What follows belongs to an exercise in optimizing a design on an open flow for small area, a short achievable clock period and few clock cycles per item; a production flow would make more cautious choices. Only simulation tests tie the RTL to the original design; equivalence was not proved.

$ cat flow/config.mk
export PLATFORM = sky130hd
export DESIGN_NAME = polar_decoder
export DESIGN_NICKNAME = polar_decoder
export VERILOG_FILES = /design/flow/design.v
export SDC_FILE = /design/flow/constraint.sdc
export NUM_CORES = 4
export LEC_CHECK = 0
export CAP_MARGIN = 20
export CORE_MARGIN = 2
export CORE_UTILIZATION = 40
export SLEW_MARGIN = 20
$ cat flow/constraint.sdc
create_clock -name core_clock -period 10.0 [get_ports {clk}]
set_input_delay 2.0000 -clock core_clock [delete_from_list [all_inputs] [get_ports {clk}]]
set_output_delay 2.0000 -clock core_clock [all_outputs]
set_load 0.01 [all_outputs]
$ cat flow/design.v
`default_nettype none
package polar_pkg;
    typedef logic [16*12-1:0] llr_vec_t;
    typedef logic [16-1:0] msg_t;
endpackage
`default_nettype wire
`default_nettype none
module leaf_pair #(parameter int W = 15)
(
    input  wire signed [W-1:0] l0,
    input  wire signed [W-1:0] l1,
    input  wire                fr0,
    input  wire                fr1,
    output logic               u0,
    output logic               u1
);
    logic [W:0] sum;
    assign sum = {l1[W-1], l1} + {l0[W-1], l0};
    assign u0 = !fr0 && (l0 != '0) && (l1 != '0) && (l0[W-1] ^ l1[W-1]);
    assign u1 = !fr1 && (u0 ? l1[W-1] : sum[W]);
endmodule
module pe_f #(parameter int W = 12)
(
    input  wire signed [W-1:0] a,
    input  wire signed [W-1:0] b,
    output logic signed [W:0]  y
);
    logic [W-1:0] ma;
    logic [W-1:0] mb;
    logic [W-1:0] mm;
    logic signed [W:0] me;
    assign ma = a[W-1] ? -a : a;
    assign mb = b[W-1] ? -b : b;
    assign mm = (ma < mb) ? ma : mb;
    assign me = {1'b0, mm};
    assign y  = (a[W-1] ^ b[W-1]) ? -me : me;
endmodule
module sc_quarter #(parameter int W = 14)
(
    input  wire [4*W-1:0] y,
    input  wire [3:0]     fr,
    output logic [3:0]    u,
    output logic [3:0]    ps
);
    logic signed [W-1:0] y0, y1, y2, y3;
    logic signed [W:0]   l0, l1;
    logic signed [W:0]   c0p, c0m, c1p, c1m;
    logic [3:0]          v0, v1;
    logic [1:0]          sel;
    assign y0 = y[0*W +: W];
    assign y1 = y[1*W +: W];
    assign y2 = y[2*W +: W];
    assign y3 = y[3*W +: W];
    pe_f #(.W(W)) u_f0 (.a(y0), .b(y2), .y(l0));
    pe_f #(.W(W)) u_f1 (.a(y1), .b(y3), .y(l1));
    leaf_pair #(.W(W+1)) u_la (.l0(l0), .l1(l1), .fr0(fr[0]), .fr1(fr[1]), .u0(u[0]), .u1(u[1]));
    assign c0p = {y2[W-1], y2} + {y0[W-1], y0};
    assign c0m = {y2[W-1], y2} - {y0[W-1], y0};
    assign c1p = {y3[W-1], y3} + {y1[W-1], y1};
    assign c1m = {y3[W-1], y3} - {y1[W-1], y1};
    for (genvar j = 0; j < 4; j++) begin : g_spec
        leaf_pair #(.W(W+1)) u_lb (.l0(j[0] ? c0m : c0p), .l1(j[1] ? c1m : c1p),
                                   .fr0(fr[2]), .fr1(fr[3]),
                                   .u0(v0[j]), .u1(v1[j]));
    end
    assign sel  = {u[1], u[0] ^ u[1]};
    assign u[2] = v0[sel];
    assign u[3] = v1[sel];
    assign ps   = {u[3], u[2] ^ u[3], u[1] ^ u[3], u[0] ^ u[1] ^ u[2] ^ u[3]};
endmodule
module llr_stage_array #(parameter int W = 13)
(
    input  wire  [8*W-1:0] x,
    input  wire  [7:0]     fr,
    output logic [7:0]     u,
    output logic [7:0]     ps
);
    logic [4*(W+1)-1:0] yl;
    logic [4*(W+1)-1:0] yr;
    logic [3:0]         psl;
    logic [3:0]         psr;
    for (genvar i = 0; i < 4; i++) begin : g_l
        pe_f #(.W(W)) u_f (.a(x[i*W +: W]), .b(x[(i+4)*W +: W]), .y(yl[i*(W+1) +: W+1]));
    end
    sc_quarter #(.W(W+1)) u_ql (.y(yl), .fr(fr[3:0]), .u(u[3:0]), .ps(psl));
    for (genvar i = 0; i < 4; i++) begin : g_r
        logic signed [W-1:0] a, b;
        assign a = x[i*W +: W];
        assign b = x[(i+4)*W +: W];
        assign yr[i*(W+1) +: W+1] = psl[i] ? ({b[W-1], b} - {a[W-1], a})
                                           : ({b[W-1], b} + {a[W-1], a});
    end
    sc_quarter #(.W(W+1)) u_qr (.y(yr), .fr(fr[7:4]), .u(u[7:4]), .ps(psr));
    assign ps = {psr, psl ^ psr};
endmodule
`default_nettype wire
`default_nettype none
module sc_controller
(
    input  wire                   clk,
    input  wire  polar_pkg::llr_vec_t llr,       
    input  wire  [4:0]            k_eff,         
    input  wire                   second,        
    input  wire                   first_en,      
    output polar_pkg::msg_t       message        
);
    logic [8*13-1:0] x;
    logic [7:0]      u_half;
    logic [7:0]      ps_half;
    logic [7:0]      u_lo;
    logic [7:0]      left3;
    logic [15:0]     frozen;
    logic [15:0]     u_all;
    localparam logic [63:0] RANK = {
        4'd15, 4'd14, 4'd13, 4'd10, 4'd12, 4'd9, 4'd8, 4'd4,
        4'd11, 4'd7,  4'd6,  4'd3,  4'd5,  4'd2, 4'd1, 4'd0
    };
    for (genvar i = 0; i < 16; i++) begin : g_frz
        assign frozen[i] = ({1'b0, RANK[4*i +: 4]} + {1'b0, k_eff}) < 6'd16;
    end
    for (genvar i = 0; i < 8; i++) begin : g_root
        logic signed [11:0] a, b;
        logic signed [12:0] fv, gv;
        assign a = llr[12*i +: 12];
        assign b = llr[12*(i+8) +: 12];
        pe_f #(.W(12)) u_f (.a(a), .b(b), .y(fv));
        assign gv = left3[i] ? ({b[11], b} - {a[11], a})
                             : ({b[11], b} + {a[11], a});
        assign x[13*i +: 13] = second ? gv : fv;
    end
    llr_stage_array #(.W(13)) u_half8 (
        .x  (x),
        .fr (second ? frozen[15:8] : frozen[7:0]),
        .u  (u_half),
        .ps (ps_half)
    );
    always_ff @(posedge clk) begin
        if (first_en) begin
            u_lo  <= u_half;
            left3 <= ps_half;
        end
    end
    assign u_all = {u_half, u_lo};
    always_comb begin
        logic [4:0] cnt;
        message = '0;
        cnt     = '0;
        for (int i = 0; i < 16; i++) begin
            if (!frozen[i]) begin
                message[cnt[3:0]] = u_all[i];
                cnt = cnt + 1'b1;
            end
        end
    end
endmodule
`default_nettype wire
`default_nettype none
module frame_sequencer
(
    input  wire                  clk,
    input  wire                  rst_n,
    input  wire                  module_en,
    input  wire  [192-1:0]  rdata,
    output logic [11-1:0]  raddr,
    output polar_pkg::llr_vec_t  llr_q,
    output logic [4:0]           k_q,
    output logic                 second,
    output logic                 first_en,
    input  wire  polar_pkg::msg_t message,
    output logic [6-1:0]  waddr,
    output polar_pkg::msg_t      wdata,
    output logic                 wen,
    output logic                 proc_done
);
    typedef enum logic [2:0] {
        IDLE,
        READ_COUNT,
        READ_HEADER,
        READ_LLR,
        DRAIN
    } state_t;
    state_t                 state;
    logic [7:0]             addr;
    logic [7-1:0]  n_q;
    logic [7-1:0]  w_cnt;
    logic [4:0]             k_hdr;
    logic                   v1;
    logic                   v2;
    logic [8-1:0]        k_raw;
    assign raddr    = {{(11-8){1'b0}}, addr};
    assign waddr    = w_cnt[6-1:0];
    assign first_en = v1;
    assign second   = v2;
    assign k_raw    = rdata[10 +: 8];
    always_ff @(posedge clk or negedge rst_n) begin
        if (!rst_n) begin
            state     <= IDLE;
            addr      <= '0;
            n_q       <= '0;
            w_cnt     <= '0;
            v1        <= 1'b0;
            v2        <= 1'b0;
            wen       <= 1'b0;
            proc_done <= 1'b0;
        end else begin
            v1        <= (state == READ_LLR);
            v2        <= v1;
            wen       <= v2;
            proc_done <= 1'b0;
            if (wen) begin
                w_cnt <= w_cnt + 1'b1;
            end
            case (state)
                IDLE: begin
                    if (module_en) begin
                        state <= READ_COUNT;
                        w_cnt <= '0;
                    end
                end
                READ_COUNT: begin
                    n_q <= rdata[7-1:0];
                    if (rdata[7-1:0] == '0) begin
                        state     <= IDLE;
                        proc_done <= 1'b1;
                    end else begin
                        state <= READ_HEADER;
                        addr  <= addr + 1'b1;
                    end
                end
                READ_HEADER: begin
                    state <= READ_LLR;
                    addr  <= addr + 1'b1;
                end
                READ_LLR: begin
                    if (addr[7:1] == n_q) begin
                        state <= DRAIN;
                    end else begin
                        state <= READ_HEADER;
                        addr  <= addr + 1'b1;
                    end
                end
                DRAIN: begin
                    if (v2 && (w_cnt == n_q - 1'b1)) begin
                        state     <= IDLE;
                        addr      <= '0;
                        proc_done <= 1'b1;
                    end
                end
                default: state <= IDLE;
            endcase
        end
    end
    always_ff @(posedge clk) begin
        if (state == READ_HEADER) begin
            k_hdr <= (k_raw >= 8'(16)) ? 5'd16 : k_raw[4:0];
        end
        if (state == READ_LLR) begin
            llr_q <= rdata;
            k_q   <= k_hdr;
        end
        if (v2) begin
            wdata <= message;
        end
    end
endmodule
`default_nettype wire
`default_nettype none
module polar_decoder
(
    input  wire                  clk,
    input  wire                  rst_n,
    input  wire                  module_en,
    input  wire  [192-1:0]  rdata,
    output logic [11-1:0]  raddr,
    output logic [6-1:0]  waddr,
    output logic [16-1:0]  wdata,
    output logic                 wen,
    output logic                 proc_done
);
    polar_pkg::llr_vec_t  llr_q;
    polar_pkg::msg_t      message;
    logic [4:0]           k_q;
    logic                 second;
    logic                 first_en;
    frame_sequencer u_seq (
        .clk       (clk),
        .rst_n     (rst_n),
        .module_en (module_en),
        .rdata     (rdata),
        .raddr     (raddr),
        .llr_q     (llr_q),
        .k_q       (k_q),
        .second    (second),
        .first_en  (first_en),
        .message   (message),
        .waddr     (waddr),
        .wdata     (wdata),
        .wen       (wen),
        .proc_done (proc_done)
    );
    sc_controller u_ctrl (
        .clk      (clk),
        .llr      (llr_q),
        .k_eff    (k_q),
        .second   (second),
        .first_en (first_en),
        .message  (message)
    );
endmodule
`default_nettype wire
$ cat flow/run.sh
#!/bin/bash
# synth_recipe.tcl (not shown) runs the flow's synth.tcl, then flattens the netlist and writes it again
# the make line also repeats each setting of config.mk as NAME=value (left out here)
make -C /OpenROAD-flow-scripts/flow DESIGN_CONFIG=/design/flow/config.mk WORK_HOME=/design/flow/orfs CLKGATE_MAP_FILE= SYNTH_SCRIPT=/design/flow/synth_recipe.tcl finish
==> results.py <==
metrics = {
    "outcome": {
        "outcome": "finished with violations",
        "so_faults": "negative setup slack",
    },
    "floorplan": {
        "row_count": 145,
        "dieArea_mm2": 0.160,
        "dieHeight_um": 400,
        "die_w_um": 400,
        "start_util": 0.402,
        "coreArea_mm2": 0.156,
        "boundaryPins": 230,
    },
    "cells_and_area": {
        "n_antenna_cell": 0,
        "stdcell_count": 13600,
        "fin_util": 0.610,
        "drive_above_1_share": 0.350,
        "nNetsFinal": 12400,
        "syn2layout_area_growth_pct": 51.9,
        "fillers": 14100,
    },
    "cts": {
        "htree_levels": 2,
        "clkTransAtPathRegs_ns": 0.07,
        "clockBufferDepth": 3,
        "cts_tree": "built",
        "cts_root_buffer": "clkbuf_16",
        "cts.sinks": 262,
        "clock_latency_ns": 0.65,
        "cts_buffers": 36,
    },
    "detailed_routing": {
        "dr.pass1.iters": 6,
        "wl_um": 256000,
        "drc": 0,
        "ant_nets": 0,
        "drt_iter0_drc": 6011,
        "vias": 76500,
        "vias_per_cell": 5.62,
        "routedWlPerCell_um": 18.8,
    },
    "synthesis": {
        "ys_ff_latch": 262,
        "synth_warnings": 2,
        "netlist_top_cells_area": "ha_1 14%, edfxtp_1 11%, xnor2_1 8.3%",
        "synth_edf_count": 233,
        "synth.top_cell.area_share": 0.137,
        "yosys-top-cells-count": "782 x nor2_1, 688 x ha_1, 592 x xnor2_1",
        "syn_avg_cell_area_um2": 7.46,
        "yosys.cell_types.count": 137,
        "async_flop_share": 0.111,
        "synth-main-ff-cell": "edfxtp_1",
        "synth_most_common_cell": "nor2_1",
        "synth_area_leader_cell": "ha_1",
        "syn_area_mm2": 0.0627,
        "ys_seq_area_frac": 0.123,
        "syn_inst": 8403,
    },
    "global_routing": {
        "grt_pass1_wl_um": 394000,
        "grt_max_degree": 67,
        "grt_usage": 0.303,
        "antenna_found_initial": 5,
        "grt_overflow": 0,
        "grt_pass1_vias": 73500,
    },
    "timing": {
        "postLayoutSetupSlackWorst_ns": -14.34,
        "skew_ns": 0.0317,
        "fin_setup_tns_ns": -395.82,
        "finalCritPeriodShare": 2.43,
        "rsz0062_at_grt": "yes",
        "fmax_mhz": 41.1,
        "relSlewSlack": 0.402,
        "period_needed_ns": 24.34,
        "drv_slew": 0,
        "setup_viol": 31,
        "timing.hold.ws_ns": 0.391,
        "tightest_slew_ns": 0.897,
        "hold_violations": 0,
    },
    "flow_run": {
        "cap_violations": 0,
    },
    "place": {
        "dp_cells": 13300,
        "port_buffers": 226,
        "dpl.hpwl_um": 212000,
        "gp_congestion": 1.02,
    },
    "worst_setup_path": {
        "cp_slowest_cell": "or4_4",
        "slowest_delay_ns": 0.58,
        "arrival_ns": 24.72,
        "critical_path.most_common_cell": "o21a_1",
        "required_ns": 10.38,
        "crit_type": "reg2reg",
        "critPathLaunchType": "flop",
        "end_kind": "flop",
        "path_max_fanout": 12,
    },
    "hold_path": {
        "hp-class": "reg2reg",
    },
}
-- state kept, by name (all words and copies together), names as in the netlist --
name             cells
u_seq.k_hdr          5
u_seq.w_cnt          7
u_seq.state          3
u_seq.n_q            7
u_seq.v1             1
u_seq.k_q            5
u_seq.proc_done      1
u_seq.wen            1
u_ctrl.u_lo          7
u_seq.addr           8
u_seq.wdata         16
u_seq.llr_q        192
u_seq.v2             1
u_ctrl.left3         8
-- what timing repair did --
item	CTS	global route
endpoints found under the setup margin	31	31
gates resized for setup	252	326
pin swaps	105	175
hold buffers	0	0
buffers inserted	118	92
gates cloned	4	1
-- layout make-up --
cell class | count | area, um^2 | area share
Sequential cell | 262 | 7730 | 0.0811
Clock inverter | 28 | 358 | 0.00376
Tap cell | 2058 | 2570 | 0.0270
Timing Repair Buffer | 3468 | 27100 | 0.285
Inverter | 488 | 1840 | 0.0194
Clock buffer | 38 | 908 | 0.00954
Multi-Input combinational cell | 7262 | 54700 | 0.575
-- cell families after synthesis --
| logic type | synth area share |
|---|---|
| other | 0.0000598 |
| muxes | 0.0467 |
| AOI/OAI and AO/OA | 0.260 |
| DFF | 0.123 |
| and+or+nand+nor | 0.245 |
| adders and majority gates | 0.144 |
| buffers and inverters | 0.0553 |
| xor gates and xnor gates | 0.125 |
-- final timing paths --
check	start	end	slack, ns	cells past startpoint
max in group asynchronous	rst_n	u_seq.v2	7.95	2
hold / removal	u_seq.k_hdr[0]	u_seq.k_q[0]	0.39	0
min in group asynchronous	rst_n	u_seq.addr[4]	1.74	2
setup / recovery	u_seq.llr_q[60]	u_seq.wdata[2]	-14.34	134
hold reg to reg	u_seq.k_hdr[0]	u_seq.k_q[0]	0.39	0
setup reg to reg	u_seq.llr_q[60]	u_seq.wdata[2]	-14.34	134
-- metal layers --
metal | GRT usage | part of all wire | up-vias
li1 | - | - | 37400
met2 | 0.506 | 0.46 | 2524
met3 | 0.0373 | 0.063 | 399
met1 | 0.410 | 0.45 | 36200
met4 | 0.0840 | 0.029 | 4
met5 | 0 | 0.00011 | -
-- critical path, delay by kind of cell, from the launching register on --
kind                     cells  cell delay (ns)
AO/OA/AOI/OAI               57             9.39
AND/OR/NAND/NOR             41             7.52
adder cells (fa/ha/maj)     11             2.75
buffers and inverters       13             1.65
XOR/XNOR                     8             1.17
multiplexers                 4             1.13
flip-flops                   1             0.41
-- layout by cell type (no fill, tap or decap), types with 34 or more instances in the layout --
master / instances
o22ai_1: 39
or4_1: 55
mux2_2: 58
a21oi_1: 458
nor2_1: 762
a211o_1: 34
a31oi_1: 128
o31a_1: 47
or2_2: 50
o21ai_0: 370
nand4_1: 94
clkdlybuf4s50_1: 226
buf_4: 3179
o21a_1: 98
o21bai_1: 81
clkbuf_16: 37
nand2_1: 563
xnor2_1: 564
o211ai_1: 86
and3_1: 96
or3_1: 108
edfxtp_1: 233
nor2b_1: 134
mux2i_1: 186
a211oi_1: 77
inv_2: 39
a21oi_2: 41
ha_1: 644
nand2b_1: 144
o21ai_1: 90
inv_1: 441
and2_1: 72
nor3_1: 241
xor2_1: 292
nor4_1: 88
o31ai_1: 85
a21o_1: 122
nand3_1: 218
-- per-stage QoR --
stage	worst slack, ns	area (um^2)
floorplan	-14.50	63700
global placement	-14.82	89600
detailed placement	-15.32	89600
CTS	-13.87	93100
global route	-15.57	95200
finish	-14.34	95200
Testbench counts, summed over its fixed seeds: cycles 1,992, packets 760.

==> what the ideal ports hide <==
No port has a modelled driver above. Below, the same layout with a new extraction and two added sets of constraints.
Step 1 assumes that a clkbuf_16 drives the clock port and a buf_2 every other input.
Step 2, shift: input delay + t, output delay - t, t = (earliest + latest rising clock arrival at the registers) / 2. This alone moves slack from input paths to output paths.
a / b / c = no drivers / after step 1 / after step 2; a / b = the first two.
t, ns: 0.719
setup WS [ns]: -14.338 / -14.338 / -14.338
cell pins on the clock port's net: 1
For this run, drivers alone change the setup slack by 0.000 ns; drivers and shift together by 0.000 ns.
